Source: an optimization exercise on an open RTL-to-GDS flow (aim: small area, a short achievable clock period and few clock cycles per item). Production flows keep margins and buffers that such runs may drop.
Where RTL was checked, it was by simulation tests only, not by an equivalence proof against the original.
No functional check of the RTL was part of runs 1 and 2.
Power is estimated from default activity; no workload was simulated.

$ cat flow/run.sh
#!/bin/bash
set -euo pipefail
bash standard.sh SETUP_SLACK_MARGIN=7 finish > standard_flow.log 2>&1
$ cat standard.sh
#!/bin/bash
# synth_recipe.tcl (not shown) runs the flow's synth.tcl, then flattens the netlist and writes it again
# the make line also repeats each setting of config.mk as NAME=value (left out here)
make -C /OpenROAD-flow-scripts/flow DESIGN_CONFIG=/design/flow/config.mk WORK_HOME=/design/flow/orfs CLKGATE_MAP_FILE= SYNTH_SCRIPT=/design/flow/synth_recipe.tcl "${@:-finish}"
$ cat config.mk
export PLATFORM = sky130hd
export DESIGN_NAME = signed_integer_to_radix_digits_core
export DESIGN_NICKNAME = signed_integer_to_radix_digits_core
export VERILOG_FILES = /design/flow/design.v
export SDC_FILE = /design/flow/constraint.sdc
export NUM_CORES = 4
export LEC_CHECK = 0
export ABC_AREA = 1
export CAP_MARGIN = 20
export CORE_MARGIN = 2
export CORE_UTILIZATION = 40
export SLEW_MARGIN = 20
$ cat constraint.sdc
create_clock -name core_clock -period 12.0 [get_ports {clk}]
set_input_delay 2.4000 -clock core_clock [delete_from_list [all_inputs] [get_ports {clk}]]
set_output_delay 2.4000 -clock core_clock [all_outputs]
set_load 0.01 [all_outputs]
$ cat design.v
`default_nettype none
package sird_pkg;
  localparam int VALUE_W = 32;
  localparam int SYM_W   = 8;
  localparam int LEN_W   = 5;
  localparam int NCELL   = 14;    
  localparam int KSTEP   = 2;     
  localparam logic [SYM_W-1:0] CHAR_MINUS = 8'h2D;
  localparam logic [SYM_W-1:0] CHAR_PLUS  = 8'h2B;
endpackage
`default_nettype wire
`default_nettype none
import sird_pkg::*;
module sird_front (
  input  wire logic              clk,
  input  wire logic              rst_n,
  input  wire logic              cfg_wr,
  input  wire logic [LEN_W-1:0]  base_length,
  input  wire logic [127:0]      symbols,
  input  wire logic [SYM_W-1:0]  sym_val,       
  output logic                   chk_busy,
  output logic [3:0]             chk_idx,
  output logic                   chk_done,
  output logic                   chk_bad
);
  logic [15:0]      lenmask;
  logic             p_v;
  logic [SYM_W-1:0] p_sym;
  logic [3:0]       p_idx;
  logic             hit;
  always_comb begin
    for (int j = 0; j < 16; j++) lenmask[j] = (5'(j) < base_length);
  end
  always_comb begin
    hit = (p_sym == CHAR_PLUS) || (p_sym == CHAR_MINUS);
    for (int j = 1; j < 16; j++) begin
      if (lenmask[j] && (4'(j) > p_idx) && (symbols[8*j +: 8] == p_sym)) hit = 1'b1;
    end
  end
  always_ff @(posedge clk) begin
    if (!rst_n) begin
      chk_busy <= 1'b0;
      chk_bad  <= 1'b0;
      chk_idx  <= '0;
      p_v      <= 1'b0;
    end else if (cfg_wr) begin
      chk_busy <= 1'b1;
      chk_bad  <= 1'b0;
      chk_idx  <= '0;
      p_v      <= 1'b0;
    end else begin
      if (p_v && hit) chk_bad <= 1'b1;
      p_v <= chk_busy && lenmask[chk_idx];
      if (chk_busy) begin
        chk_idx <= chk_idx + 4'd1;
        if (chk_idx == 4'd15 || !lenmask[chk_idx + 4'd1]) chk_busy <= 1'b0;
      end
    end
  end
  always_ff @(posedge clk) begin
    if (chk_busy) begin
      p_sym <= sym_val;
      p_idx <= chk_idx;
    end
  end
  assign chk_done = !chk_busy && !p_v;
endmodule
`default_nettype wire
`default_nettype none
import sird_pkg::*;
module sird_queue (
  input  wire logic                 clk,
  input  wire logic                 flush,        
  input  wire logic                 in_tvalid,
  output logic                      in_tready,
  input  wire logic [31:0]          in_tdata,
  input  wire logic [3:0]           cf_k0,        
  input  wire logic [3:0]           cf_k1,        
  input  wire logic [2:0]           cf_off,
  input  wire logic                 cf_odd,
  input  wire logic                 copy,         
  output logic                      res_v,
  output logic                      res_neg,
  output logic [NCELL*4-1:0]        cells
);
  localparam int CW = NCELL * 4;
  function automatic logic [CW-1:0] dd_step(input logic [CW-1:0] c, input logic b,
                                             input logic [3:0] k0, input logic [3:0] k1,
                                             input logic odd);
    logic [NCELL-1:0] g, p, gg, pp, gn, pn;
    logic [NCELL:0]   cy;
    logic [3:0]       u;
    logic [CW-1:0]    r;
    for (int i = 0; i < NCELL; i++) begin
      u    = c[4*i +: 4];
      g[i] = u[3];
      p[i] = odd && (u == 4'd7);
    end
    gg = g;
    pp = p;
    for (int d = 1; d < NCELL; d = d * 2) begin
      gn = gg;
      pn = pp;
      for (int i = d; i < NCELL; i++) begin
        gn[i] = gg[i] | (pp[i] & gg[i-d]);
        pn[i] = pp[i] & pp[i-d];
      end
      gg = gn;
      pp = pn;
    end
    cy[0] = b;
    for (int i = 0; i < NCELL; i++) cy[i+1] = gg[i] | (pp[i] & b);
    for (int i = 0; i < NCELL; i++) begin
      u = c[4*i +: 4];
      r[4*i +: 4] = {u[2:0], cy[i]} + (cy[i+1] ? k1 : k0);
    end
    dd_step = r;
  endfunction
  logic          m_busy, m_started, m_neg;
  logic [31:0]   m_r;
  logic [5:0]    m_cnt;
  logic          step, last_step, m_load;
  logic          sk16, sk8, sk4;
  logic [31:0]   nzv;          
  logic [32:0]   nzi;          
  logic          nz31_r, nz30_r, nz28_r, nz24_r, nz16_r;
  logic [KSTEP-1:0] abits;     
  logic          z16, z8, z4;  
  logic [CW-1:0] cells_run, cells_first, cells_nxt;
  always_comb begin
    nzv[0] = 1'b0;
    for (int i = 1; i < 32; i++) nzv[i] = nzv[i-1] | m_r[i-1];
    nzi[0] = 1'b0;
    for (int i = 1; i < 33; i++) nzi[i] = nzi[i-1] | in_tdata[i-1];
    abits[KSTEP-1] = m_r[31] ^ (m_neg & nz31_r);
    abits[KSTEP-2] = m_r[30] ^ (m_neg & nz30_r);
    z16 = (m_neg && nz16_r) ? (m_r[31:16] == 16'hFFFF) : (m_r[31:16] == 16'h0000);
    z8  = (m_neg && nz24_r) ? (m_r[31:24] == 8'hFF)    : (m_r[31:24] == 8'h00);
    z4  = (m_neg && nz28_r) ? (m_r[31:28] == 4'hF)     : (m_r[31:28] == 4'h0);
  end
  assign sk16      = m_busy && !m_started && z16 && (m_cnt > 6'd16);
  assign sk8       = m_busy && !m_started && !sk16 && z8 && (m_cnt > 6'd8);
  assign sk4       = m_busy && !m_started && !sk16 && !sk8 && z4 && (m_cnt > 6'd4);
  assign step      = m_busy && !sk16 && !sk8 && !sk4 && (!res_v || copy);
  assign last_step = step && (m_cnt == 6'(KSTEP));
  assign in_tready = !m_busy || ((m_cnt == 6'(KSTEP)) && !res_v);
  assign m_load    = in_tvalid && in_tready;
  always_comb begin
    cells_run = cells;
    for (int k = 0; k < KSTEP; k++) begin
      cells_run = dd_step(cells_run, abits[KSTEP-1-k], cf_k0, cf_k1, cf_odd);
    end
    for (int i = 0; i < NCELL; i++) cells_first[4*i +: 4] = {1'b0, cf_off};
    cells_first[3:0] = 4'({1'b0, cf_off} + 4'(abits));
    cells_nxt = m_started ? cells_run : cells_first;
  end
  always_ff @(posedge clk) begin
    if (flush) begin
      m_busy <= 1'b0;
      res_v  <= 1'b0;
    end else begin
      if (m_load)         m_busy <= 1'b1;
      else if (last_step) m_busy <= 1'b0;
      if (last_step)      res_v  <= 1'b1;
      else if (copy)      res_v  <= 1'b0;
    end
  end
  always_ff @(posedge clk) begin
    if (m_load) begin
      m_r       <= in_tdata;
      m_cnt     <= 6'd32;
      m_started <= 1'b0;
      m_neg     <= in_tdata[31];
      nz31_r    <= nzi[31];
      nz30_r    <= nzi[30];
      nz28_r    <= nzi[28];
      nz24_r    <= nzi[24];
      nz16_r    <= nzi[16];
    end else if (sk16) begin
      m_r    <= {m_r[15:0], 16'd0};
      m_cnt  <= m_cnt - 6'd16;
      nz31_r <= nzv[15];
      nz30_r <= nzv[14];
      nz28_r <= nzv[12];
      nz24_r <= nzv[8];
      nz16_r <= nzv[0];
    end else if (sk8) begin
      m_r    <= {m_r[23:0], 8'd0};
      m_cnt  <= m_cnt - 6'd8;
      nz31_r <= nzv[23];
      nz30_r <= nzv[22];
      nz28_r <= nzv[20];
      nz24_r <= nzv[16];
      nz16_r <= nzv[8];
    end else if (sk4) begin
      m_r    <= {m_r[27:0], 4'd0};
      m_cnt  <= m_cnt - 6'd4;
      nz31_r <= nzv[27];
      nz30_r <= nzv[26];
      nz28_r <= nzv[24];
      nz24_r <= nzv[20];
      nz16_r <= nzv[12];
    end else if (step) begin
      m_r       <= {m_r[29:0], 2'd0};
      m_cnt     <= m_cnt - 6'd2;
      m_started <= 1'b1;
      nz31_r    <= nzv[29];
      nz30_r    <= nzv[28];
      nz28_r    <= nzv[26];
      nz24_r    <= nzv[22];
      nz16_r    <= nzv[14];
    end
    if (step)      cells   <= cells_nxt;
    if (last_step) res_neg <= m_neg;
  end
endmodule
`default_nettype wire
`default_nettype none
import sird_pkg::*;
module sird_back (
  input  wire logic                 clk,
  input  wire logic                 flush,
  input  wire logic                 rst_n,
  input  wire logic                 cf_m2,
  input  wire logic                 cf_m3,
  input  wire logic                 cf_m4,
  input  wire logic [2:0]           cf_off,
  input  wire logic [127:0]         symbols,
  input  wire logic                 res_v,
  input  wire logic                 res_neg,
  input  wire logic [NCELL*4-1:0]   cells,
  input  wire logic                 chk_done,
  input  wire logic                 table_ok,
  input  wire logic                 chk_busy,
  input  wire logic [3:0]           chk_idx,
  output logic                      copy,
  output logic [SYM_W-1:0]          sym_val,
  output logic                      out_tvalid,
  input  wire logic                 out_tready,
  output logic [SYM_W-1:0]          out_tdata,
  output logic                      out_tlast
);
  localparam int CW = NCELL * 4;
  logic          e_v, e_sign;
  logic [CW-1:0] e_cells;
  logic [3:0]    e_i;
  logic [1:0]    e_j;
  logic [3:0]    e_val, e_digit;
  logic          e_lastpos, e_fin;
  logic [1:0]    jmax;
  logic [3:0]    i0, topv;
  logic [1:0]    j0;
  logic [1:0]    q_cnt;          
  logic [5:0]    q0, q1;         
  logic [5:0]    q_new;
  logic          f_adv, push, pop, out_load;
  logic          out_v, out_l;
  logic [7:0]    out_d;
  logic [3:0]    sym_sel;
  assign out_load  = !out_v || out_tready;
  assign f_adv     = (q_cnt != 2'd2);
  assign push      = e_v && f_adv;
  assign pop       = out_load && (q_cnt != 2'd0);
  assign e_lastpos = (e_i == 4'd0) && (e_j == 2'd0);
  assign e_fin     = e_v && f_adv && !e_sign && e_lastpos;
  assign copy      = res_v && chk_done && (!e_v || e_fin);
  assign jmax      = cf_m2 ? 2'd3 : ((cf_m3 || cf_m4) ? 2'd1 : 2'd0);
  always_comb begin
    logic [3:0] u;
    i0 = '0;
    u  = cells[3:0];
    for (int i = 1; i < NCELL; i++) begin
      if (cells[4*i +: 4] != {1'b0, cf_off}) begin
        i0 = 4'(i);
        u  = cells[4*i +: 4];
      end
    end
    topv = u - {1'b0, cf_off};
    if (cf_m2)      j0 = topv[3] ? 2'd3 : topv[2] ? 2'd2 : topv[1] ? 2'd1 : 2'd0;
    else if (cf_m4) j0 = (topv[3:2] != 2'd0) ? 2'd1 : 2'd0;
    else if (cf_m3) j0 = (topv >= 4'd3) ? 2'd1 : 2'd0;
    else            j0 = 2'd0;
  end
  always_comb begin
    logic [1:0] q3;
    e_val = e_cells[{e_i, 2'b00} +: 4] - {1'b0, cf_off};
    q3    = (e_val >= 4'd6) ? 2'd2 : (e_val >= 4'd3) ? 2'd1 : 2'd0;
    if (cf_m2)      e_digit = {3'd0, e_val[e_j]};
    else if (cf_m4) e_digit = e_j[0] ? {2'd0, e_val[3:2]} : {2'd0, e_val[1:0]};
    else if (cf_m3) e_digit = e_j[0] ? {2'd0, q3} : 4'(e_val - 4'(3 * q3));
    else            e_digit = e_val;
  end
  assign q_new = {e_sign, !e_sign && e_lastpos, e_digit};
  always_ff @(posedge clk) begin
    if (flush) begin
      e_v   <= 1'b0;
      q_cnt <= 2'd0;
    end else begin
      if (copy && table_ok) e_v <= 1'b1;
      else if (e_fin)       e_v <= 1'b0;
      if (push && !pop)      q_cnt <= q_cnt + 2'd1;
      else if (pop && !push) q_cnt <= q_cnt - 2'd1;
    end
  end
  always_ff @(posedge clk) begin
    if (pop) begin
      q0 <= (push && q_cnt == 2'd1) ? q_new : q1;
    end else if (push && q_cnt == 2'd0) begin
      q0 <= q_new;
    end
    if (push && (q_cnt == 2'd1) && !pop) q1 <= q_new;
  end
  always_ff @(posedge clk) begin
    if (copy) begin
      e_cells <= cells;
      e_i     <= i0;
      e_j     <= j0;
      e_sign  <= res_neg;
    end else if (push) begin
      if (e_sign) begin
        e_sign <= 1'b0;
      end else if (e_j == 2'd0) begin
        e_i <= e_i - 4'd1;
        e_j <= jmax;
      end else begin
        e_j <= e_j - 2'd1;
      end
    end
  end
  assign sym_sel = chk_busy ? chk_idx : q0[3:0];
  assign sym_val = symbols[{sym_sel, 3'b000} +: 8];
  always_ff @(posedge clk) begin
    if (!rst_n) begin
      out_v <= 1'b0;
    end else if (out_load) begin
      out_v <= (q_cnt != 2'd0);
    end
  end
  always_ff @(posedge clk) begin
    if (pop) begin
      out_d <= q0[5] ? CHAR_MINUS : sym_val;
      out_l <= q0[4];
    end
  end
  assign out_tvalid = out_v;
  assign out_tdata  = out_d;
  assign out_tlast  = out_l;
endmodule
`default_nettype wire
`default_nettype none
import sird_pkg::*;
module signed_integer_to_radix_digits_core (
  input  wire logic        clk,
  input  wire logic        rst_n,
  input  wire logic        in_tvalid,
  output logic             in_tready,
  input  wire logic [31:0] in_tdata,      
  output logic             out_tvalid,
  input  wire logic        out_tready,
  output logic [7:0]       out_tdata,     
  output logic             out_tlast,
  input  wire logic        cfg_psel,
  input  wire logic        cfg_penable,
  input  wire logic        cfg_pwrite,
  input  wire logic [4:0]  cfg_paddr,
  input  wire logic [63:0] cfg_pwdata,
  output logic [63:0]      cfg_prdata,
  output logic             cfg_pready
);
  logic [LEN_W-1:0] base_length_r;
  logic [63:0]      symbols_low_r;
  logic [63:0]      symbols_high_r;
  logic [127:0]     symbols;
  logic             cfg_wr;
  logic             flush;
  logic [2:0]       rsel_r;
  assign cfg_pready = 1'b1;
  assign cfg_wr     = cfg_psel && cfg_penable && cfg_pwrite;
  assign flush      = !rst_n || cfg_wr;
  assign symbols    = {symbols_high_r, symbols_low_r};
  always_ff @(posedge clk) begin
    if (!rst_n) begin
      base_length_r  <= '0;
      symbols_low_r  <= '0;
      symbols_high_r <= '0;
    end else if (cfg_wr) begin
      case (cfg_paddr[4:3])
        2'd0: base_length_r  <= cfg_pwdata[LEN_W-1:0];
        2'd1: symbols_low_r  <= cfg_pwdata;
        2'd2: symbols_high_r <= cfg_pwdata;
        default: ;
      endcase
    end
  end
  always_ff @(posedge clk) begin
    rsel_r[0] <= (cfg_paddr[4:3] == 2'd0);
    rsel_r[1] <= (cfg_paddr[4:3] == 2'd1);
    rsel_r[2] <= (cfg_paddr[4:3] == 2'd2);
  end
  assign cfg_prdata = ({64{rsel_r[0]}} & {59'd0, base_length_r})
                    | ({64{rsel_r[1]}} & symbols_low_r)
                    | ({64{rsel_r[2]}} & symbols_high_r);
  logic       cf_m2, cf_m3, cf_m4, cf_odd, cf_ok;
  logic [2:0] cf_off;
  logic [3:0] cf_k0, cf_k1;
  always_ff @(posedge clk) begin
    logic [4:0] rr;
    logic [4:0] off;
    rr = (base_length_r == 5'd2 || base_length_r == 5'd4) ? 5'd16 :
         (base_length_r == 5'd3) ? 5'd9 : base_length_r;
    off = 5'd8 - ((rr + 5'd1) >> 1);
    cf_m2  <= (base_length_r == 5'd2);
    cf_m3  <= (base_length_r == 5'd3);
    cf_m4  <= (base_length_r == 5'd4);
    cf_odd <= rr[0];
    cf_off <= off[2:0];
    cf_k0  <= 4'(5'd0 - off);
    cf_k1  <= 4'(5'd0 - off - rr);
    cf_ok  <= (base_length_r >= 5'd2) && (base_length_r <= 5'd16);
  end
  logic                chk_busy, chk_done, chk_bad;
  logic [3:0]          chk_idx;
  logic [SYM_W-1:0]    sym_val;
  logic                copy, res_v, res_neg;
  logic [NCELL*4-1:0]  cells;
  sird_front u_check (
    .clk         (clk),
    .rst_n       (rst_n),
    .cfg_wr      (cfg_wr),
    .base_length (base_length_r),
    .symbols     (symbols),
    .sym_val     (sym_val),
    .chk_busy    (chk_busy),
    .chk_idx     (chk_idx),
    .chk_done    (chk_done),
    .chk_bad     (chk_bad)
  );
  sird_queue u_conv (
    .clk       (clk),
    .flush     (flush),
    .in_tvalid (in_tvalid),
    .in_tready (in_tready),
    .in_tdata  (in_tdata),
    .cf_off    (cf_off),
    .cf_k0   (cf_k0),
    .cf_k1   (cf_k1),
    .cf_odd  (cf_odd),
    .copy    (copy),
    .res_v   (res_v),
    .res_neg (res_neg),
    .cells   (cells)
  );
  sird_back u_emit (
    .clk        (clk),
    .flush      (flush),
    .rst_n      (rst_n),
    .cf_m2      (cf_m2),
    .cf_m3      (cf_m3),
    .cf_m4      (cf_m4),
    .cf_off     (cf_off),
    .symbols    (symbols),
    .res_v      (res_v),
    .res_neg    (res_neg),
    .cells      (cells),
    .chk_done   (chk_done),
    .table_ok   (cf_ok && !chk_bad),
    .chk_busy   (chk_busy),
    .chk_idx    (chk_idx),
    .copy       (copy),
    .sym_val    (sym_val),
    .out_tvalid (out_tvalid),
    .out_tready (out_tready),
    .out_tdata  (out_tdata),
    .out_tlast  (out_tlast)
  );
endmodule
`default_nettype wire
==> run notes, run 1 <==
simple-gate share of the synthesized area=between 20% and 30%; Largest stage delay, worst path=0.40 ns; Seq/Total Area, Yosys=34.4%; Synth top area share=around 22%; largest net degree at the start of global routing=about 100; Sw Ratio=36.8%; Die ar.=~0.069 mm2; Logic pwr share=32.8%; FFs w/ async S/R, synth=0%; min Tclk post-route=~5.2 ns; Routed WL per cell=21.6 um; Clock Power Share=between 30% and 40%; Final Non-Filler Cells=around 4800; Max Fclk=0.192 GHz; clock root buffer=clkbuf_16; Syn-to-layout area delta=24.0%; pins over their slew limit=0; Worst setup SP type=flop; Warnings, synthesis=4; Pwr per Cell Area=135 mW/mm2; Hold Startpoint=u_emit.q0[4]$_DFFE_PP_; Worst Tran Pin Value=between 1 and 1.5 ns; Setup violations, final=0; Worst Skew=between 0.06 and 0.07 ns; Crit-path slowest cell=fa_2; Pint=about 2.8 mW; All-Layer GR Usage=29.0%; Synth Register Bits=361; Critical R2R Launch=cf_odd$_DFF_P_; total power=4.46 mW; post-synthesis xor/xnor area fraction=3.82%; most instantiated library cell after synthesis=nand2_1; compound-cell area share of the yosys netlist=approximately 22%; worst hold path stage count=0; Synth Area in Adders=7.95%; EDFF count, synth=191; unrepaired setup endpoints after global routing=yes; Tcrit/Tclk final=approximately 43%; outcome=timing/DRC/antenna clean; Die W=~260 um; drc violations=0; cell occurring most often along the worst timing path=nand2_2; GRT busiest layer=met2; die boundary height=between 200 and 300 um; worst min path class=flop to flop; first-pass GRT wire length=153000 um; Post-synth top cells=nand2_1, inv_1, o21ai_0, a21oi_1, nor2_1; R2R depth=32; r2r setup slk=roughly 6.8 ns; clk slew on worst S/H paths=0.06 ns; switching power=~1.6 mW; register area=between 0.009 and 0.01 mm2; Max Cap Viol=0; vias in the first global route=around 25000; Final Routed Wirelength=about 100000 um; routed vias=roughly 27000; # IOs=~180; CTS tree=done; Syn Area/Cell=7.33 um2; setup total negative slack=0 ns; Max clock buf depth=3; Yosys top cell by area=edfxtp_1; GRT overflow=0; port bufs=roughly 180; Seq pwr share=a little over a third; CP max FO=7; Initial Util=40.4%; grt met1 use=roughly 40%; Worst EP arrival=5.50 ns; CP required=~12 ns; layout cells sized above 1=between 10% and 20%; Main synth FF type=edfxtp_1; Worst Setup Slack, final=between 6 and 7 ns; GR Util met3=approximately 4.5%; total clock sinks=between 300 and 400; hpwl dp=just over 70000 um; crit end category=flop; Synth area leaders=edfxtp_1, dfxtp_1, nand2_1; via-per-instance ratio=5.77; Inst Count DP=approximately 4500; initial antenna violation count=3; DRT iter0 DRCs=between 3000 and 4000; pre-CTS setup slack=between 5 and 6 ns; Min-Delay Endpoint=u_emit.out_l$_DFFE_PP_; CTS Buf Count=44; Clock Latency Late Sink=about 0.6 ns; Post-Syn Area=0.0266 mm2; Routed Antenna Nets=0; met2 Use GR=between 40% and 50%; drt pass-1 iters=9; Multi-input gate area=between 0.015 and 0.02 mm2; Max transition margin=29.3%; Worst VDD drop=116 uV; NumNets Final=slightly above 4000; Cells after Synth=approximately 3600; Final Hold Vio Count=0; largest family of logic cells by synthesized area=compound AO/OA/AOI/OAI gates; multiplexer share of the synthesized area=less than 1%; cts hold-fix bufs=0; Leak=between 10 and 15 nW; gpl congestion=between 0.9 and 1; Reg2Reg Capture Point=u_conv.cells[54]$_DFFE_PP_; CTS H-tree depth=2; Diodes inserted=0; row count=between 90 and 100; critical path type=flop to flop; Util after Layout=between 50% and 60%; Synth cell types=~70; layout filler cell count=6364; Core ar.=0.0657 mm2
==> critical path: cells and delay by family (launching register included) <==
family | cells | cell delay [ns]
AND/OR/NAND/NOR | 17 | 2.13
adder cells (fa/ha/maj) | 4 | 1.17
buffers and inverters | 6 | 0.56
flip-flops | 1 | 0.39
XOR/XNOR | 2 | 0.37
AO/OA/AOI/OAI | 3 | 0.24
==> sequential cells by signal (all words and copies together), names as in the netlist, 5 cells and up <==
name and count:
u_conv.m_r 32, symbols_high_r 64, symbols_low_r 64, base_length_r 5, u_emit.q1 6, u_check.p_sym 8, u_emit.e_cells 56, u_conv.m_cnt 5
u_conv.cells 56, u_emit.out_d 8, u_emit.q0 6
==> stage by stage <==
step | hold WS [ns] | area (um2)
2_1_floorplan | 0.400 | 26600
3_3_place_gp | 0.406 | 29000
4_1_cts | 0.436 | 31600
3_5_place_dp | 0.423 | 29000
6_report | 0.434 | 33000
5_1_grt | 0.447 | 33000
==> how the worst max path moves through the flow <==
stage | slack (ns) | to | start
after CTS | 6.96 | u_conv.cells[51]$_SDFFCE_PN0P_ | cf_odd$_DFF_P_
after floorplan | 7.34 | u_conv.cells[51]$_SDFFCE_PN0P_ | cf_odd$_DFF_P_
after global placement | 5.68 | u_conv.cells[51]$_SDFFCE_PN0P_ | cf_odd$_DFF_P_
after global routing | 6.58 | u_conv.cells[55]$_SDFFCE_PN0P_ | cf_odd$_DFF_P_
final | 6.80 | u_conv.cells[54]$_DFFE_PP_ | cf_odd$_DFF_P_
after detailed placement | 5.68 | u_conv.cells[39]$_SDFFCE_PN0P_ | cf_odd$_DFF_P_
==> kinds of logic after synthesis <==
logic type | Yosys count
buffers and inverters | 681
muxes | 6
DFF | 361
and+or+nand+nor | 1269
AOI/OAI and AO/OA | 1042
adders and majority gates | 149
other | 1
xor gates and xnor gates | 116
==> layout make-up <==
type	instances	share of cell area [%]
multi-input combinational	2584	48.5
timing repair inverter	2	0.0456
inverter	502	5.81
clock inverter	18	0.664
clock buffer	62	4.05
timing repair buffer	365	9.91
tap	864	3.28
sequential	361	27.8
==> what timing repair did <==
action                                  in CTS  in global routing
gates cloned                                 2                  0
endpoints found under the setup margin     104                 58
pin swaps                                   49                 63
buffers inserted                            60                 90
gates resized for setup                    151                169
==> power groups by stage <==
stage	Combinational, mW	Clock (mW)	Sequential (mW)
finish	1.46	1.44	1.56
global route	1.60	1.50	1.57
CTS	1.33	1.46	1.56
detailed placement	1.24	0	1.59
global placement	1.24	0	1.59
floorplan	0.859	0	1.53
==> layout by cell type (no fill, tap or decap), types with 34 or more instances in the layout <==
master             n
inv_1            458
nand2_1          600
clkbuf_16         48
o211ai_1          48
o21ai_1           37
nor2_4            34
o22ai_1           97
nand4_1           41
o21ai_0          417
nand2_2           47
buf_4            173
edfxtp_1         191
nor2_1           229
xor2_1            76
a21oi_1          280
nand3_1          144
dfxtp_1          166
ha_1              97
clkdlybuf4s50_1  178
==> metal layers <==
metal / vias up / wire length, um
li1: 12867 / -
met1: 12989 / 42600
met2: 1338 / 47100
met3: 253 / 9220
met4: 6 / 3930
met5: - / 41
==> inputs of run 2 (changes only) <==
--- a/design.v
+++ b/design.v
@@ -84,18 +84,10 @@
   output logic [NCELL*4-1:0]        cells
 );
   localparam int CW = NCELL * 4;
-  function automatic logic [CW-1:0] dd_step(input logic [CW-1:0] c, input logic b,
-                                             input logic [3:0] k0, input logic [3:0] k1,
-                                             input logic odd);
-    logic [NCELL-1:0] g, p, gg, pp, gn, pn;
+  function automatic logic [NCELL:0] carries(input logic [NCELL-1:0] g, input logic [NCELL-1:0] p,
+                                             input logic b);
+    logic [NCELL-1:0] gg, pp, gn, pn;
     logic [NCELL:0]   cy;
-    logic [3:0]       u;
-    logic [CW-1:0]    r;
-    for (int i = 0; i < NCELL; i++) begin
-      u    = c[4*i +: 4];
-      g[i] = u[3];
-      p[i] = odd && (u == 4'd7);
-    end
     gg = g;
     pp = p;
     for (int d = 1; d < NCELL; d = d * 2) begin
@@ -110,11 +102,35 @@
     end
     cy[0] = b;
     for (int i = 0; i < NCELL; i++) cy[i+1] = gg[i] | (pp[i] & b);
+    carries = cy;
+  endfunction
+  function automatic logic [CW-1:0] dd_step2(input logic [CW-1:0] c, input logic [1:0] b,
+                                              input logic [3:0] k0, input logic [3:0] k1,
+                                              input logic odd);
+    logic [NCELL-1:0] g, p, g2, p2;
+    logic [NCELL:0]   cy, cy2;
+    logic [3:0]       u, w0, w1;
+    logic [CW-1:0]    m, r;
+    for (int i = 0; i < NCELL; i++) begin
+      u    = c[4*i +: 4];
+      g[i] = u[3];
+      p[i] = odd && (u == 4'd7);
+    end
+    cy = carries(g, p, b[1]);
     for (int i = 0; i < NCELL; i++) begin
-      u = c[4*i +: 4];
-      r[4*i +: 4] = {u[2:0], cy[i]} + (cy[i+1] ? k1 : k0);
+      u  = c[4*i +: 4];
+      m[4*i +: 4] = {u[2:0], cy[i]} + (cy[i+1] ? k1 : k0);
+      w0 = {u[2:0], 1'b0} + (g[i] ? k1 : k0);
+      w1 = {u[2:0], 1'b1} + ((g[i] || p[i]) ? k1 : k0);
+      g2[i] = cy[i] ? w1[3] : w0[3];
+      p2[i] = odd && (cy[i] ? (w1 == 4'd7) : (w0 == 4'd7));
     end
-    dd_step = r;
+    cy2 = carries(g2, p2, b[0]);
+    for (int i = 0; i < NCELL; i++) begin
+      u = m[4*i +: 4];
+      r[4*i +: 4] = {u[2:0], cy2[i]} + (cy2[i+1] ? k1 : k0);
+    end
+    dd_step2 = r;
   endfunction
   logic          m_busy, m_started, m_neg;
   logic [31:0]   m_r;
@@ -146,10 +162,7 @@
   assign in_tready = !m_busy || ((m_cnt == 6'(KSTEP)) && !res_v);
   assign m_load    = in_tvalid && in_tready;
   always_comb begin
-    cells_run = cells;
-    for (int k = 0; k < KSTEP; k++) begin
-      cells_run = dd_step(cells_run, abits[KSTEP-1-k], cf_k0, cf_k1, cf_odd);
-    end
+    cells_run = dd_step2(cells, abits, cf_k0, cf_k1, cf_odd);
     for (int i = 0; i < NCELL; i++) cells_first[4*i +: 4] = {1'b0, cf_off};
     cells_first[3:0] = 4'({1'b0, cf_off} + 4'(abits));
     cells_nxt = m_started ? cells_run : cells_first;
==> run 2 against run 1 <==
Core utilization decreased by 2.6 points. Critical path depth decreased by 29. Sequential cell count unchanged. Design area increased by 5.5%. Global-route usage decreased by 0.78 points. Setup slack improved by 0.21 ns. Total power increased by 7.6%. Critical path type is now flop to output port. Largest cell class unchanged.
==> run notes, run 2 <==
Crit-path slowest cell=inv_2 (was fa_2); die boundary height=276 um (was 262 um); vias in the first global route=26843 (was 25180); Worst Tran Pin Value=1.03 ns (was 1.06 ns); setup total negative slack=0 ns (unchanged); Max Fclk=0.201 GHz (was 0.192 GHz); Max Cap Viol=0 (unchanged); Max clock buf depth=3 (unchanged); pins over their slew limit=0 (unchanged); drc violations=0 (unchanged); Main synth FF type=edfxtp_1 (unchanged); unrepaired setup endpoints after global routing=yes (unchanged); crit path buf inv count=2 (was 6); Routed Antenna Nets=0 (unchanged); hpwl dp=76900 um (was 71500 um); largest net degree at the start of global routing=96 (was 103); CTS Buf Count=46 (was 44); All-Layer GR Usage=28.2% (was 29.0%); layout cells sized above 1=10.2% (was 15.0%); FFs w/ async S/R, synth=0% (unchanged); crit end category=output port (was flop); outcome=timing/DRC/antenna clean (unchanged); via-per-instance ratio=5.68 (was 5.77); cts hold-fix bufs=0 (unchanged); first-pass GRT wire length=167000 um (was 153000 um); Worst EP arrival=2.59 ns (was 5.50 ns); drt pass-1 iters=17 (was 9); Warnings, synthesis=4 (unchanged); CP required=9.60 ns (was 12.30 ns); Pwr per Cell Area=138 mW/mm2 (was 135 mW/mm2); Core ar.=0.0731 mm2 (was 0.0657 mm2); row count=99 (was 94); Worst Skew=0.0470 ns (was 0.0611 ns); Synth Register Bits=361 (unchanged); Setup violations, final=0 (unchanged); CP max FO=43 (was 7); Top Registers=symbols_high_r: 64 flops, symbols_low_r: 64 flops (unchanged); most instantiated library cell after synthesis=nand2_1 (unchanged); Post-synth top cells=nand2_1, o21ai_0, inv_1, a21oi_1, nor2_1 (was nand2_1, inv_1, o21ai_0, a21oi_1, nor2_1); clk slew on worst S/H paths=0.06 ns (about the same); gpl congestion=0.966 (was 0.995); total power=4.80 mW (was 4.46 mW); Syn Area/Cell=7.18 um2 (was 7.33 um2); Synth cell types=67 (was 68); Worst VDD drop=102 uV (was 116 uV); NumNets Final=4585 (was 4117); fin area=0.0348 mm2 (was 0.0330 mm2); initial antenna violation count=1 (was 3); Util after Layout=47.6% (was 50.1%); Die W=276 um (was 262 um); Synth area leaders=edfxtp_1, dfxtp_1, nand2_1 (unchanged); smallest hold slack=0.432 ns (was 0.434 ns); Post-Syn Area=0.0296 mm2 (was 0.0266 mm2); min Tclk post-route=4.99 ns (was 5.20 ns); Syn-to-layout area delta=17.4% (was 24.0%); placed inst area=0.0320 mm2 (was 0.0290 mm2); Largest stage delay, worst path=0.72 ns (was 0.40 ns); Synth top area share=19.4% (was 21.6%); CTS H-tree depth=2 (unchanged); Final Hold Vio Count=0 (unchanged); cell chain of the critical path=inv_2 > o21ai_0 > clkdlybuf4s50_1; worst min path class=flop to flop (unchanged); Leak=14.4 nW (was 13.3 nW); DRT iter0 DRCs=3453 (was 3057); Die ar.=0.0762 mm2 (was 0.0685 mm2); Cells after Synth=4124 (was 3625); routed vias=30028 (was 27453); Seq/Total Area, Yosys=30.9% (was 34.4%); clock root buffer=clkbuf_16 (unchanged); port bufs=179 (unchanged); GRT overflow=0 (unchanged); most frequent cells in the layout=nand2_1, o21ai_0, inv_1 (was nand2_1, inv_1, o21ai_0); CTS tree=done (unchanged); Routed WL per cell=21.2 um (was 21.6 um); Yosys top cell by area=edfxtp_1 (unchanged); commonest non-fill, non-tap cell in the layout=nand2_1 (unchanged); Initial Util=40.5% (was 40.4%); # IOs=184 (unchanged); Max transition margin=31.2% (was 29.3%); CP delay by family, top=buffers and inverters (was simple AND/OR/NAND/NOR gates); Final Routed Wirelength=112000 um (was 103000 um); EDFF count, synth=191 (unchanged); total clock sinks=361 (unchanged); Clock Latency Late Sink=0.62 ns (was 0.60 ns); critical path type=flop to output port (was flop to flop); Worst setup SP type=flop (unchanged); Tcrit/Tclk final=41.6% (was 43.3%)
## run 2: cell count changes in the layout (fill, tap and decap cells not counted), sizes merged, moves of 12 or more
cell / delta
ha: +13
inv: -35
fa: +28
o221ai: -12
nand3: +20
a21oi: +39
nand2: +243
xor2: +14
xnor2: +45
o21ai: +85
buf: -37
or2: +12
nor2: +15
## run 2: cell families after synthesis
logic type / after synthesis / synth area share (%)
DFF: 361 / 30.9
buffers and inverters: 688 / 9.12
AOI/OAI and AO/OA: 1137 / 21.6
muxes: 7 / 0.266
xor gates and xnor gates: 175 / 5.18
adders and majority gates: 190 / 9.58
other: 1 / 0.0127
and+or+nand+nor: 1565 / 23.4
## run 2: layout make-up
cell class                      instances  area, um2
Multi-Input combinational cell       3076      17900
Timing Repair Buffer                  331       3100
Clock buffer                           68       1380
Sequential cell                       361       9160
Clock inverter                         18        185
Tap cell                              959       1200
Antenna cell                            2       5.00
Timing Repair inverter                  1       7.51
Inverter                              470       1780
Fill cell                            7400      38300
## run 2: final timing paths
path	from	end	slack (ns)	cells past startpoint
setup / recovery	rsel_r[1]$_DFF_P_	cfg_prdata[34]	7.01	3
hold reg to reg	u_emit.q0[4]$_DFFE_PP_	u_emit.out_l$_DFFE_PP_	0.43	0
setup reg to reg	cf_k0[1]$_DFF_P_	u_conv.cells[43]$_SDFFCE_PN0P_	7.20	32
hold / removal	u_emit.q0[4]$_DFFE_PP_	u_emit.out_l$_DFFE_PP_	0.43	0
## run 2: what timing repair did
action	CTS	global route
pin swaps	1	12
setup endpoints to repair	125	62
cloned	2	2
buffers inserted	14	90
resized for setup	29	63
## run 2: per-stage QoR
step | setup WS [ns] | cells
finish | 7.01 | 5286
CTS | 6.93 | 5192
global placement | 6.21 | 5090
floorplan | 7.01 | 4125
detailed placement | 6.15 | 5090
global route | 6.93 | 5286
## run 2: where the power goes
group / leakage (nW) / internal [mW] / total (mW) / switching [mW]
registers: 3.17 / 1.45 / 1.56 / 0.119
clock network: 0.776 / 0.845 / 1.44 / 0.598
logic: 10.5 / 0.634 / 1.80 / 1.16
## run 2: layer usage
layer  vias to the layer above  global-route usage [%]  wire (um)
li1                      14329                       -          -
met1                     14064                    39.8      48600
met2                      1414                    44.0      49700
met3                       221                    4.16       9610
met4                         0                    9.35       3910
met5                         -                       0          0
## run 2: worst reg2reg max path: cells and delay by family (launching register included)
family	cells	cell delay, ns
buf+inv	3	0.67
xor+xnor	2	0.35
flops	1	0.36
fa+ha+maj	3	0.95
compound gates	6	0.62
simple gates	18	1.61
==> inputs of run 3 (changes only) <==
--- a/design.v
+++ b/design.v
@@ -78,16 +78,27 @@
   input  wire logic [3:0]           cf_k1,        
   input  wire logic [2:0]           cf_off,
   input  wire logic                 cf_odd,
+  input  wire logic [3:0]           cf_c0,        
+  input  wire logic [3:0]           cf_c1,        
   input  wire logic                 copy,         
   output logic                      res_v,
   output logic                      res_neg,
   output logic [NCELL*4-1:0]        cells
 );
   localparam int CW = NCELL * 4;
-  function automatic logic [NCELL:0] carries(input logic [NCELL-1:0] g, input logic [NCELL-1:0] p,
-                                             input logic b);
-    logic [NCELL-1:0] gg, pp, gn, pn;
+  function automatic logic [CW-1:0] dd_step(input logic [CW-1:0] c, input logic b,
+                                             input logic [3:0] k0, input logic [3:0] k1,
+                                             input logic odd,
+                                             input logic [3:0] c0, input logic [3:0] c1);
+    logic [NCELL-1:0] g, p, gg, pp, gn, pn;
     logic [NCELL:0]   cy;
+    logic [3:0]       u, ke, s0, inc;
+    logic [CW-1:0]    r;
+    for (int i = 0; i < NCELL; i++) begin
+      u    = c[4*i +: 4];
+      g[i] = u[3];
+      p[i] = odd && (u == 4'd7);
+    end
     gg = g;
     pp = p;
     for (int d = 1; d < NCELL; d = d * 2) begin
@@ -102,40 +113,24 @@
     end
     cy[0] = b;
     for (int i = 0; i < NCELL; i++) cy[i+1] = gg[i] | (pp[i] & b);
-    carries = cy;
-  endfunction
-  function automatic logic [CW-1:0] dd_step2(input logic [CW-1:0] c, input logic [1:0] b,
-                                              input logic [3:0] k0, input logic [3:0] k1,
-                                              input logic odd);
-    logic [NCELL-1:0] g, p, g2, p2;
-    logic [NCELL:0]   cy, cy2;
-    logic [3:0]       u, w0, w1;
-    logic [CW-1:0]    m, r;
-    for (int i = 0; i < NCELL; i++) begin
-      u    = c[4*i +: 4];
-      g[i] = u[3];
-      p[i] = odd && (u == 4'd7);
-    end
-    cy = carries(g, p, b[1]);
-    for (int i = 0; i < NCELL; i++) begin
-      u  = c[4*i +: 4];
-      m[4*i +: 4] = {u[2:0], cy[i]} + (cy[i+1] ? k1 : k0);
-      w0 = {u[2:0], 1'b0} + (g[i] ? k1 : k0);
-      w1 = {u[2:0], 1'b1} + ((g[i] || p[i]) ? k1 : k0);
-      g2[i] = cy[i] ? w1[3] : w0[3];
-      p2[i] = odd && (cy[i] ? (w1 == 4'd7) : (w0 == 4'd7));
-    end
-    cy2 = carries(g2, p2, b[0]);
     for (int i = 0; i < NCELL; i++) begin
-      u = m[4*i +: 4];
-      r[4*i +: 4] = {u[2:0], cy2[i]} + (cy2[i+1] ? k1 : k0);
+      u      = c[4*i +: 4];
+      ke     = g[i] ? k1 : k0;
+      s0     = {u[2:0], 1'b0} + ke;
+      inc[0] = s0[0] ^ cy[i];
+      inc[1] = s0[1] ^ (cy[i] & s0[0]);
+      inc[2] = s0[2] ^ (cy[i] & s0[0] & s0[1]);
+      inc[3] = s0[3] ^ (cy[i] & s0[0] & s0[1] & s0[2]);
+      r[4*i +: 4] = p[i] ? (cy[i] ? c1 : c0) : inc;
     end
-    dd_step2 = r;
+    dd_step = r;
   endfunction
   logic          m_busy, m_started, m_neg;
   logic [31:0]   m_r;
   logic [5:0]    m_cnt;
   logic          step, last_step, m_load;
+  logic          m_busy_n, res_v_n;
+  logic [5:0]    m_cnt_n;
   logic          sk16, sk8, sk4;
   logic [31:0]   nzv;          
   logic [32:0]   nzi;          
@@ -159,14 +154,26 @@
   assign sk4       = m_busy && !m_started && !sk16 && !sk8 && z4 && (m_cnt > 6'd4);
   assign step      = m_busy && !sk16 && !sk8 && !sk4 && (!res_v || copy);
   assign last_step = step && (m_cnt == 6'(KSTEP));
-  assign in_tready = !m_busy || ((m_cnt == 6'(KSTEP)) && !res_v);
   assign m_load    = in_tvalid && in_tready;
   always_comb begin
-    cells_run = dd_step2(cells, abits, cf_k0, cf_k1, cf_odd);
+    cells_run = cells;
+    for (int k = 0; k < KSTEP; k++) begin
+      cells_run = dd_step(cells_run, abits[KSTEP-1-k], cf_k0, cf_k1, cf_odd, cf_c0, cf_c1);
+    end
     for (int i = 0; i < NCELL; i++) cells_first[4*i +: 4] = {1'b0, cf_off};
     cells_first[3:0] = 4'({1'b0, cf_off} + 4'(abits));
     cells_nxt = m_started ? cells_run : cells_first;
   end
+  always_comb begin
+    m_busy_n = m_load ? 1'b1 : (last_step ? 1'b0 : m_busy);
+    res_v_n  = last_step ? 1'b1 : (copy ? 1'b0 : res_v);
+    m_cnt_n  = m_load ? 6'd32 : sk16 ? m_cnt - 6'd16 : sk8 ? m_cnt - 6'd8 :
+               sk4 ? m_cnt - 6'd4 : step ? m_cnt - 6'd2 : m_cnt;
+  end
+  always_ff @(posedge clk) begin
+    if (flush) in_tready <= 1'b1;
+    else       in_tready <= !m_busy_n || (m_cnt_n == 6'd2 && !res_v_n);
+  end
   always_ff @(posedge clk) begin
     if (flush) begin
       m_busy <= 1'b0;
@@ -258,7 +265,7 @@
   logic [CW-1:0] e_cells;
   logic [3:0]    e_i;
   logic [1:0]    e_j;
-  logic [3:0]    e_val, e_digit;
+  logic [3:0]    e_digit;
   logic          e_lastpos, e_fin;
   logic [1:0]    jmax;
   logic [3:0]    i0, topv;
@@ -279,29 +286,38 @@
   assign copy      = res_v && chk_done && (!e_v || e_fin);
   assign jmax      = cf_m2 ? 2'd3 : ((cf_m3 || cf_m4) ? 2'd1 : 2'd0);
   always_comb begin
-    logic [3:0] u;
-    i0 = '0;
-    u  = cells[3:0];
+    i0   = '0;
+    topv = cells[3:0];
     for (int i = 1; i < NCELL; i++) begin
       if (cells[4*i +: 4] != {1'b0, cf_off}) begin
-        i0 = 4'(i);
-        u  = cells[4*i +: 4];
+        i0   = 4'(i);
+        topv = cells[4*i +: 4];
       end
     end
-    topv = u - {1'b0, cf_off};
     if (cf_m2)      j0 = topv[3] ? 2'd3 : topv[2] ? 2'd2 : topv[1] ? 2'd1 : 2'd0;
     else if (cf_m4) j0 = (topv[3:2] != 2'd0) ? 2'd1 : 2'd0;
-    else if (cf_m3) j0 = (topv >= 4'd3) ? 2'd1 : 2'd0;
+    else if (cf_m3) j0 = (topv >= 4'd6) ? 2'd1 : 2'd0;
     else            j0 = 2'd0;
   end
   always_comb begin
-    logic [1:0] q3;
-    e_val = e_cells[{e_i, 2'b00} +: 4] - {1'b0, cf_off};
-    q3    = (e_val >= 4'd6) ? 2'd2 : (e_val >= 4'd3) ? 2'd1 : 2'd0;
-    if (cf_m2)      e_digit = {3'd0, e_val[e_j]};
-    else if (cf_m4) e_digit = e_j[0] ? {2'd0, e_val[3:2]} : {2'd0, e_val[1:0]};
-    else if (cf_m3) e_digit = e_j[0] ? {2'd0, q3} : 4'(e_val - 4'(3 * q3));
-    else            e_digit = e_val;
+    logic [3:0] u;
+    logic [1:0] hi3, lo3;
+    u = e_cells[{e_i, 2'b00} +: 4];
+    case (u)
+      4'd3:    begin hi3 = 2'd0; lo3 = 2'd0; end
+      4'd4:    begin hi3 = 2'd0; lo3 = 2'd1; end
+      4'd5:    begin hi3 = 2'd0; lo3 = 2'd2; end
+      4'd6:    begin hi3 = 2'd1; lo3 = 2'd0; end
+      4'd7:    begin hi3 = 2'd1; lo3 = 2'd1; end
+      4'd8:    begin hi3 = 2'd1; lo3 = 2'd2; end
+      4'd9:    begin hi3 = 2'd2; lo3 = 2'd0; end
+      4'd10:   begin hi3 = 2'd2; lo3 = 2'd1; end
+      default: begin hi3 = 2'd2; lo3 = 2'd2; end
+    endcase
+    if (cf_m2)      e_digit = {3'd0, u[e_j]};
+    else if (cf_m4) e_digit = e_j[0] ? {2'd0, u[3:2]} : {2'd0, u[1:0]};
+    else if (cf_m3) e_digit = {2'd0, e_j[0] ? hi3 : lo3};
+    else            e_digit = u - {1'b0, cf_off};
   end
   assign q_new = {e_sign, !e_sign && e_lastpos, e_digit};
   always_ff @(posedge clk) begin
@@ -415,7 +431,7 @@
                     | ({64{rsel_r[2]}} & symbols_high_r);
   logic       cf_m2, cf_m3, cf_m4, cf_odd, cf_ok;
   logic [2:0] cf_off;
-  logic [3:0] cf_k0, cf_k1;
+  logic [3:0] cf_k0, cf_k1, cf_c0, cf_c1;
   always_ff @(posedge clk) begin
     logic [4:0] rr;
     logic [4:0] off;
@@ -429,6 +445,8 @@
     cf_off <= off[2:0];
     cf_k0  <= 4'(5'd0 - off);
     cf_k1  <= 4'(5'd0 - off - rr);
+    cf_c0  <= 4'(5'd14 - off);
+    cf_c1  <= 4'(5'd15 - off - rr);
     cf_ok  <= (base_length_r >= 5'd2) && (base_length_r <= 5'd16);
   end
   logic                chk_busy, chk_done, chk_bad;
@@ -458,6 +476,8 @@
     .cf_k0   (cf_k0),
     .cf_k1   (cf_k1),
     .cf_odd  (cf_odd),
+    .cf_c0   (cf_c0),
+    .cf_c1   (cf_c1),
     .copy    (copy),
     .res_v   (res_v),
     .res_neg (res_neg),
==> run 3 against run 2 <==
Core utilization rose by 3.6 points. Design area is 5.6% higher. Clock-buffer cell count is 17 lower. Die area decreased by 1.7%. Sequential power rose by 3%. Largest cell class unchanged. Wire length rose by 4.6%. Highest routed layer unchanged. Combinational power increased by 12%. Area after synthesis is 1.7% lower.
==> run notes, run 3 <==
first-pass GRT wire length=171000 um (was 167000 um); layout cells sized above 1=17.0% (was 10.2%); Syn-to-layout area delta=26.2% (was 17.4%); most instantiated library cell after synthesis=nand2_1 (unchanged); NumNets Final=4603 (was 4585); routed vias=30706 (was 30028); Synth area leaders=edfxtp_1, dfxtp_1, nand2_1 (unchanged); Leak=15.5 nW (was 14.4 nW); total clock sinks=370 (was 361); DRT iter0 DRCs=4019 (was 3453); Worst Setup Slack, final=7.03 ns (was 7.01 ns); pins over their slew limit=0 (unchanged); critical path type=flop to flop (was flop to output port); GRT overflow=0 (unchanged); Setup violations, final=0 (unchanged); CTS H-tree depth=2 (unchanged); Synth top area share=19.7% (was 19.4%); port bufs=179 (unchanged); Worst VDD drop=104 uV (was 102 uV); hpwl dp=77300 um (was 76900 um); Max Fclk=0.201 GHz (about the same); Worst Skew=0.0296 ns (was 0.0470 ns); min Tclk post-route=4.97 ns (was 4.99 ns); pre-CTS setup slack=5.41 ns (was 6.15 ns); Routed WL per cell=22.1 um (was 21.2 um); Clock Latency Late Sink=0.63 ns (was 0.62 ns); Yosys top cell by area=edfxtp_1 (unchanged); CTS Buf Count=46 (unchanged); All-Layer GR Usage=29.8% (was 28.2%); row count=98 (was 99); Cells after Synth=4035 (was 4124); Final Routed Wirelength=117000 um (was 112000 um); Tcrit/Tclk final=41.4% (was 41.6%); r2r setup slk=7.03 ns (was 7.20 ns); Final Hold Vio Count=0 (unchanged); Post-Syn Area=0.0291 mm2 (was 0.0296 mm2); CTS tree=done (unchanged); Die W=274 um (was 276 um); Synth Register Bits=370 (was 361); Warnings, synthesis=4 (unchanged); Inst Count DP=4998 (was 5090); Initial Util=40.6% (was 40.5%); drc violations=0 (unchanged); setup total negative slack=0 ns (unchanged); die boundary height=274 um (was 276 um); total power=5.15 mW (was 4.80 mW); Max Cap Viol=0 (unchanged); unrepaired setup endpoints after global routing=yes (unchanged); drt pass-1 iters=7 (was 17); Largest stage delay, worst path=0.49 ns (was 0.72 ns); worst min path class=flop to flop (unchanged); Worst Tran Pin Value=1.13 ns (was 1.03 ns); # IOs=184 (unchanged); vias in the first global route=27467 (was 26843); outcome=timing/DRC/antenna clean (unchanged); Worst EP arrival=5.34 ns (was 2.59 ns); Crit-path slowest cell=edfxtp_1 (was inv_2); CP max FO=11 (was 43); initial antenna violation count=0 (was 1); Syn Area/Cell=7.21 um2 (was 7.18 um2); Worst setup SP type=flop (unchanged); cts hold-fix bufs=0 (unchanged); Die ar.=0.0749 mm2 (was 0.0762 mm2); smallest hold slack=0.426 ns (was 0.432 ns); clock root buffer=clkbuf_16 (unchanged); Synth cell types=68 (was 67); Max clock buf depth=3 (unchanged); Post-synth top cells=nand2_1, o21ai_0, inv_1, nor2_1, a21oi_1 (was nand2_1, o21ai_0, inv_1, a21oi_1, nor2_1); Max transition margin=24.8% (was 31.2%); largest net degree at the start of global routing=114 (was 96); FFs w/ async S/R, synth=0% (unchanged); cell occurring most often along the worst timing path=nand2_4; crit end category=flop (was output port); Seq/Total Area, Yosys=32.0% (was 30.9%); Util after Layout=51.2% (was 47.6%); Pwr per Cell Area=140 mW/mm2 (was 138 mW/mm2); Core ar.=0.0717 mm2 (was 0.0731 mm2); CP required=12.37 ns (was 9.60 ns); Routed Antenna Nets=0 (unchanged); placed inst area=0.0316 mm2 (was 0.0320 mm2); Main synth FF type=edfxtp_1 (unchanged); fin area=0.0367 mm2 (was 0.0348 mm2); gpl congestion=1.02 (was 0.966); commonest non-fill, non-tap cell in the layout=nand2_1 (unchanged); Diodes inserted=0 (was 2); EDFF count, synth=191 (unchanged); clk slew on worst S/H paths=0.06 ns (about the same); Top Registers=symbols_high_r: 64 flops, symbols_low_r: 64 flops (unchanged); most frequent cells in the layout=nand2_1, o21ai_0, inv_1 (unchanged); Final Non-Filler Cells=5307 (was 5286); via-per-instance ratio=5.79 (was 5.68)
-- run 3: changes by cell type in the layout (fill, tap and decap cells not counted), moves of 30 or more --
cell / before / now
fa_1: 61 / 31
nor2_4: 11 / 44
buf_4: 135 / 241
a21oi_1: 324 / 261
nand2_1: 853 / 752
nand3_4: 2 / 32
-- run 3: cell type report --
cell class	count	area, um2
inverter	463	1820
timing repair buffer	448	4070
tap	950	1190
fill	6907	35000
multi-input combinational	2991	18700
sequential	370	9340
clock buffer	51	1170
clock inverter	34	437
-- run 3: worst max-delay path: cells and delay by family (launching register included) --
family                     cells  cell delay, ns
buffers and inverters          3            0.37
and+or+nand+nor               14            1.59
AOI/OAI and AO/OA              2            0.22
xor gates and xnor gates       5            0.70
adders and majority gates      6            1.32
DFF                            1            0.49
-- run 3: cell families (layout without fill, tap and decap cells) --
family	Yosys count	after routing	share of synthesized area, %
AO/OA/AOI/OAI	1036	1036	20.0
XOR/XNOR	159	159	4.78
adder cells (fa/ha/maj)	175	175	8.32
buffers and inverters	674	996	8.92
flip-flops	370	370	32.0
multiplexers	6	6	0.228
other	1	1	0.0129
AND/OR/NAND/NOR	1614	1614	25.7
-- run 3: final timing paths --
| check | from | to | cells after the start |
|---|---|---|---|
| min | u_emit.q0[4]$_DFFE_PP_ | u_emit.out_l$_DFFE_PP_ | 0 |
| max | u_conv.cells[19]$_SDFFCE_PN0P_ | u_conv.cells[47]$_SDFFCE_PN0P_ | 30 |
| min reg2reg | u_emit.q0[4]$_DFFE_PP_ | u_emit.out_l$_DFFE_PP_ | 0 |
| max reg2reg | u_conv.cells[19]$_SDFFCE_PN0P_ | u_conv.cells[47]$_SDFFCE_PN0P_ | 30 |
-- run 3: power breakdown --
part           internal (mW)  switching [mW]
combinational          0.719            1.30
sequential              1.49           0.120
clock                  0.868           0.645
-- run 3: repair_timing --
item | CTS | global route
cloned | 2 | 0
resized for setup | 159 | 239
setup buffers | 111 | 111
endpoints found under the setup margin | 209 | 70
endpoints found under the hold margin | 0 | 0
pin swaps | 61 | 142
-- run 3: layer usage --
layer  up-vias  share of wire, %  wire [um]  GRT usage (%)
met5         -                 0          0              0
met4         0               5.8       6780           13.8
met3       410               9.8      11500           4.11
met2      1719                44      51400           46.5
met1     14324                40      47300           40.6
li1      14253                 -          -              -
Testbench counts of run 3, summed over its fixed seeds: cycles 28,469, items 2,048.
==> inputs of run 4 (changes only) <==
==> run.sh (new file) <==
#!/bin/bash
# synth_recipe.tcl (not shown) runs the flow's synth.tcl, then flattens the netlist and writes it again
# the make line also repeats each setting of config.mk as NAME=value (left out here)
make -C /OpenROAD-flow-scripts/flow DESIGN_CONFIG=/design/flow/config.mk WORK_HOME=/design/flow/orfs CLKGATE_MAP_FILE= SYNTH_SCRIPT=/design/flow/synth_recipe.tcl finish
removed: flow/run.sh
removed: standard.sh
==> run 4 against run 3 <==
First-iteration DRC count fell by 19%. Highest routed layer unchanged. Synthesized cell count is the same. Sequential share of layout area is 2.7 points higher. Register-to-register slack lost 1.5 ns. Global-route usage decreased by 0.86 points. Core utilization is 5.0 points lower. Worst hold slack improved by 0.014 ns. Total power decreased by 7.0%.
==> run notes, run 4 <==
Seq/Total Area, Yosys=32.0% (unchanged); placed inst area=0.0316 mm2 (about the same); clock root buffer=clkbuf_16 (unchanged); Largest stage delay, worst path=0.92 ns (was 0.49 ns); Min-Delay Endpoint=u_emit.out_l$_DFFE_PP_ (unchanged); Synth Area in Adders=8.32% (unchanged); r2r setup slk=5.54 ns (was 7.03 ns); Max Fclk=0.155 GHz (was 0.201 GHz); Final Routed Wirelength=110000 um (was 117000 um); Final Hold Vio Count=0 (unchanged); die boundary height=274 um (unchanged); critical path type=flop to flop (unchanged); Core ar.=0.0717 mm2 (unchanged); clk slew on worst S/H paths=0.06 ns (about the same); CP max FO=12 (was 11); gpl congestion=1.00 (was 1.02); unrepaired setup endpoints after global routing=no (was yes); Post-Syn Area=0.0291 mm2 (unchanged); Warnings, synthesis=4 (unchanged); total power=4.79 mW (was 5.15 mW); row count=98 (unchanged); via-per-instance ratio=5.72 (was 5.79); drc violations=0 (unchanged); Worst Skew=0.0418 ns (was 0.0296 ns); Max transition margin=25.5% (was 24.8%); layout cells sized above 1=7.74% (was 17.0%); Leak=14.0 nW (was 15.5 nW); most instantiated library cell after synthesis=nand2_1 (unchanged); Syn-to-layout area delta=14.0% (was 26.2%); Main synth FF type=edfxtp_1 (unchanged); Crit-path slowest cell=dfxtp_1 (was edfxtp_1); NumNets Final=4382 (was 4603); GRT overflow=0 (unchanged); routed vias=29101 (was 30706); Synth area leaders=edfxtp_1, dfxtp_1, nand2_1 (unchanged); most frequent cells in the layout=nand2_1, o21ai_0, inv_1 (unchanged); EDFF count, synth=191 (unchanged); Initial Util=40.6% (unchanged); Worst setup SP type=flop (unchanged); Worst VDD drop=107 uV (was 104 uV); fin area=0.0332 mm2 (was 0.0367 mm2); CP delay by family, top=simple AND/OR/NAND/NOR gates (unchanged); Tcrit/Tclk final=53.8% (was 41.4%); CTS tree=done (unchanged); largest net degree at the start of global routing=123 (was 114); Top Registers=symbols_high_r: 64 flops, symbols_low_r: 64 flops (unchanged); CP required=12.38 ns (was 12.37 ns); Pwr per Cell Area=144 mW/mm2 (was 140 mW/mm2); cts hold-fix bufs=0 (unchanged); post-synthesis xor/xnor area fraction=4.78% (unchanged); commonest non-fill, non-tap cell in the layout=nand2_1 (unchanged); multiplexer share of the synthesized area=0.228% (unchanged); Critical R2R Launch=cf_k0[2]$_DFF_P_ (was u_conv.cells[19]$_SDFFCE_PN0P_); Syn Area/Cell=7.21 um2 (unchanged); outcome=timing/DRC/antenna clean (unchanged); Routed WL per cell=21.7 um (was 22.1 um); Die W=274 um (unchanged); FFs w/ async S/R, synth=0% (unchanged); post-CTS setup repair buffer count=0 (was 111); Cells after Synth=4035 (unchanged); Hold Startpoint=u_emit.q0[4]$_DFFE_PP_ (unchanged); CTS H-tree depth=2 (unchanged); crit path buf inv count=5 (was 3); worst hold path stage count=0 (unchanged); Synth cell types=68 (unchanged); hpwl dp=77900 um (was 77300 um); worst min path class=flop to flop (unchanged); Yosys top cell by area=edfxtp_1 (unchanged); Synth Register Bits=370 (unchanged); first-pass GRT wire length=167000 um (was 171000 um); simple-gate share of the synthesized area=25.7% (unchanged); min Tclk post-route=6.46 ns (was 4.97 ns); CTS Buf Count=45 (was 46); Routed Antenna Nets=0 (unchanged); Die ar.=0.0749 mm2 (unchanged); largest family of logic cells by synthesized area=simple AND/OR/NAND/NOR gates (unchanged); Max clock buf depth=3 (unchanged); Post-synth top cells=nand2_1, o21ai_0, inv_1, nor2_1, a21oi_1 (unchanged); Worst Tran Pin Value=1.12 ns (was 1.13 ns); compound-cell area share of the yosys netlist=20.0% (unchanged); Reg2Reg Capture Point=u_conv.cells[51]$_SDFFCE_PN0P_ (was u_conv.cells[47]$_SDFFCE_PN0P_); Clock Latency Late Sink=0.63 ns (about the same); vias in the first global route=26867 (was 27467); crit end category=flop (unchanged); setup total negative slack=0 ns (unchanged); All-Layer GR Usage=28.9% (was 29.8%); DRT iter0 DRCs=3258 (was 4019); pre-CTS setup slack=5.65 ns (was 5.41 ns); Synth top area share=19.7% (unchanged); drt pass-1 iters=6 (was 7); R2R depth=28 (was 30); Worst Setup Slack, final=5.54 ns (was 7.03 ns); Worst EP arrival=6.84 ns (was 5.34 ns); # IOs=184 (unchanged); Max Cap Viol=0 (unchanged); pins over their slew limit=0 (unchanged); total clock sinks=370 (unchanged); port bufs=179 (unchanged); initial antenna violation count=1 (was 0); # resized after CTS=0 (was 159); Setup violations, final=0 (unchanged)
[run 4: changes by cell type in the layout (fill, tap and decap cells not counted), moves of 21 or more]
cell	change
buf_4	-191
nand2_1	+65
ha_1	+34
nand3_4	-28
nor2_4	-21
ha_4	-23
inv_1	+27
nand2_4	-33
nand2_2	-22
[run 4: layer usage]
metal  share of wire [%]  track usage, %
met1                  42            38.7
met2                  45            46.1
met3                 9.0            4.46
met4                 4.7            12.5
met5                   0               0
[run 4: cell type report]
class	count	area [um2]
Antenna cell	1	2.50
Fill cell	7352	38600
Clock inverter	22	299
Sequential cell	370	9320
Inverter	463	1740
Tap cell	950	1190
Timing Repair Buffer	228	2160
Clock buffer	60	1230
Multi-Input combinational cell	2991	17200
[run 4: stage by stage]
stage / hold WS [ns] / util, % / cells
2_1_floorplan: 0.400 / - / 4035
3_3_place_gp: 0.406 / 44.1 / 5002
3_5_place_dp: 0.434 / 44.1 / 5002
4_1_cts: 0.448 / 46.2 / 5084
5_1_grt: 0.457 / 46.2 / 5084
6_report: 0.440 / 46.2 / 5085
[run 4: how the worst max path moves through the flow]
stage	startpoint	cells past startpoint	slack [ns]	to
final	cf_k0[2]$_DFF_P_	28	5.54	u_conv.cells[51]$_SDFFCE_PN0P_
after global routing	u_conv.cells[35]$_SDFFCE_PN0P_	33	5.22	u_conv.cells[55]$_SDFFCE_PN0P_
after CTS	cf_k0[2]$_DFF_P_	24	5.66	u_conv.cells[31]$_SDFFCE_PN0P_
after detailed placement	cf_k0[2]$_DFF_P_	28	5.65	u_conv.cells[51]$_SDFFCE_PN0P_
after global placement	cf_k0[2]$_DFF_P_	28	5.70	u_conv.cells[51]$_SDFFCE_PN0P_
after floorplan	u_emit.e_i[0]$_DFFE_PP_	16	3.89	u_conv.m_r[0]$_SDFFCE_PN0P_
[run 4: report_power, final]
part / internal, mW / total, mW / leakage [nW] / switching [mW]
sequential: 1.50 / 1.63 / 3.25 / 0.136
clock: 0.838 / 1.44 / 0.740 / 0.603
combinational: 0.562 / 1.72 / 10.0 / 1.16
total: 2.90 / 4.79 / 14.0 / 1.89
[run 4: cell families after synthesis]
| family | Yosys count |
|---|---|
| and+or+nand+nor | 1614 |
| AOI/OAI and AO/OA | 1036 |
| buffers and inverters | 674 |
| DFF | 370 |
| adders and majority gates | 175 |
| xor gates and xnor gates | 159 |
| muxes | 6 |
| other | 1 |

separate check: timing with driven ports:
No port has a modelled driver above. Below, the same layouts with a new extraction and two added sets of constraints.
Step 1, drivers: a clkbuf_16 drives clk and a buf_2 each remaining input, both assumed.
Step 2 moves the port delays by t, midway between the first and last clock arrival at a register: inputs arrive t later, outputs are due t later. That takes back most of the time a late clock gives input paths.
Slacks: no drivers / after step 1 / after step 2; pairs: no drivers / after step 1.
run | shift t [ns] | setup WS [ns] | hold WS [ns] | worst register clock-pin slew, ns | worst data-port slew with drivers (ns)
run 1 | 0.633 | 6.804 / 6.804 / 6.804 | 0.434 / 0.434 / 0.434 | 0.06 / 0.06 | 0.14
run 2 | 0.664 | 7.013 / 6.951 / 6.858 | 0.432 / 0.432 / 0.432 | 0.07 / 0.07 | 0.11
run 3 | 0.674 | 7.027 / 7.027 / 6.673 | 0.426 / 0.426 / 0.426 | 0.07 / 0.07 | 0.10
run 4 | 0.668 | 5.540 / 5.540 / 5.540 | 0.440 / 0.440 / 0.440 | 0.07 / 0.07 | 0.08
After both steps setup and hold are still met in every run listed. The setup slack of run 3, which loses most, moves by 0.000 ns with the drivers and by -0.354 ns with both steps.
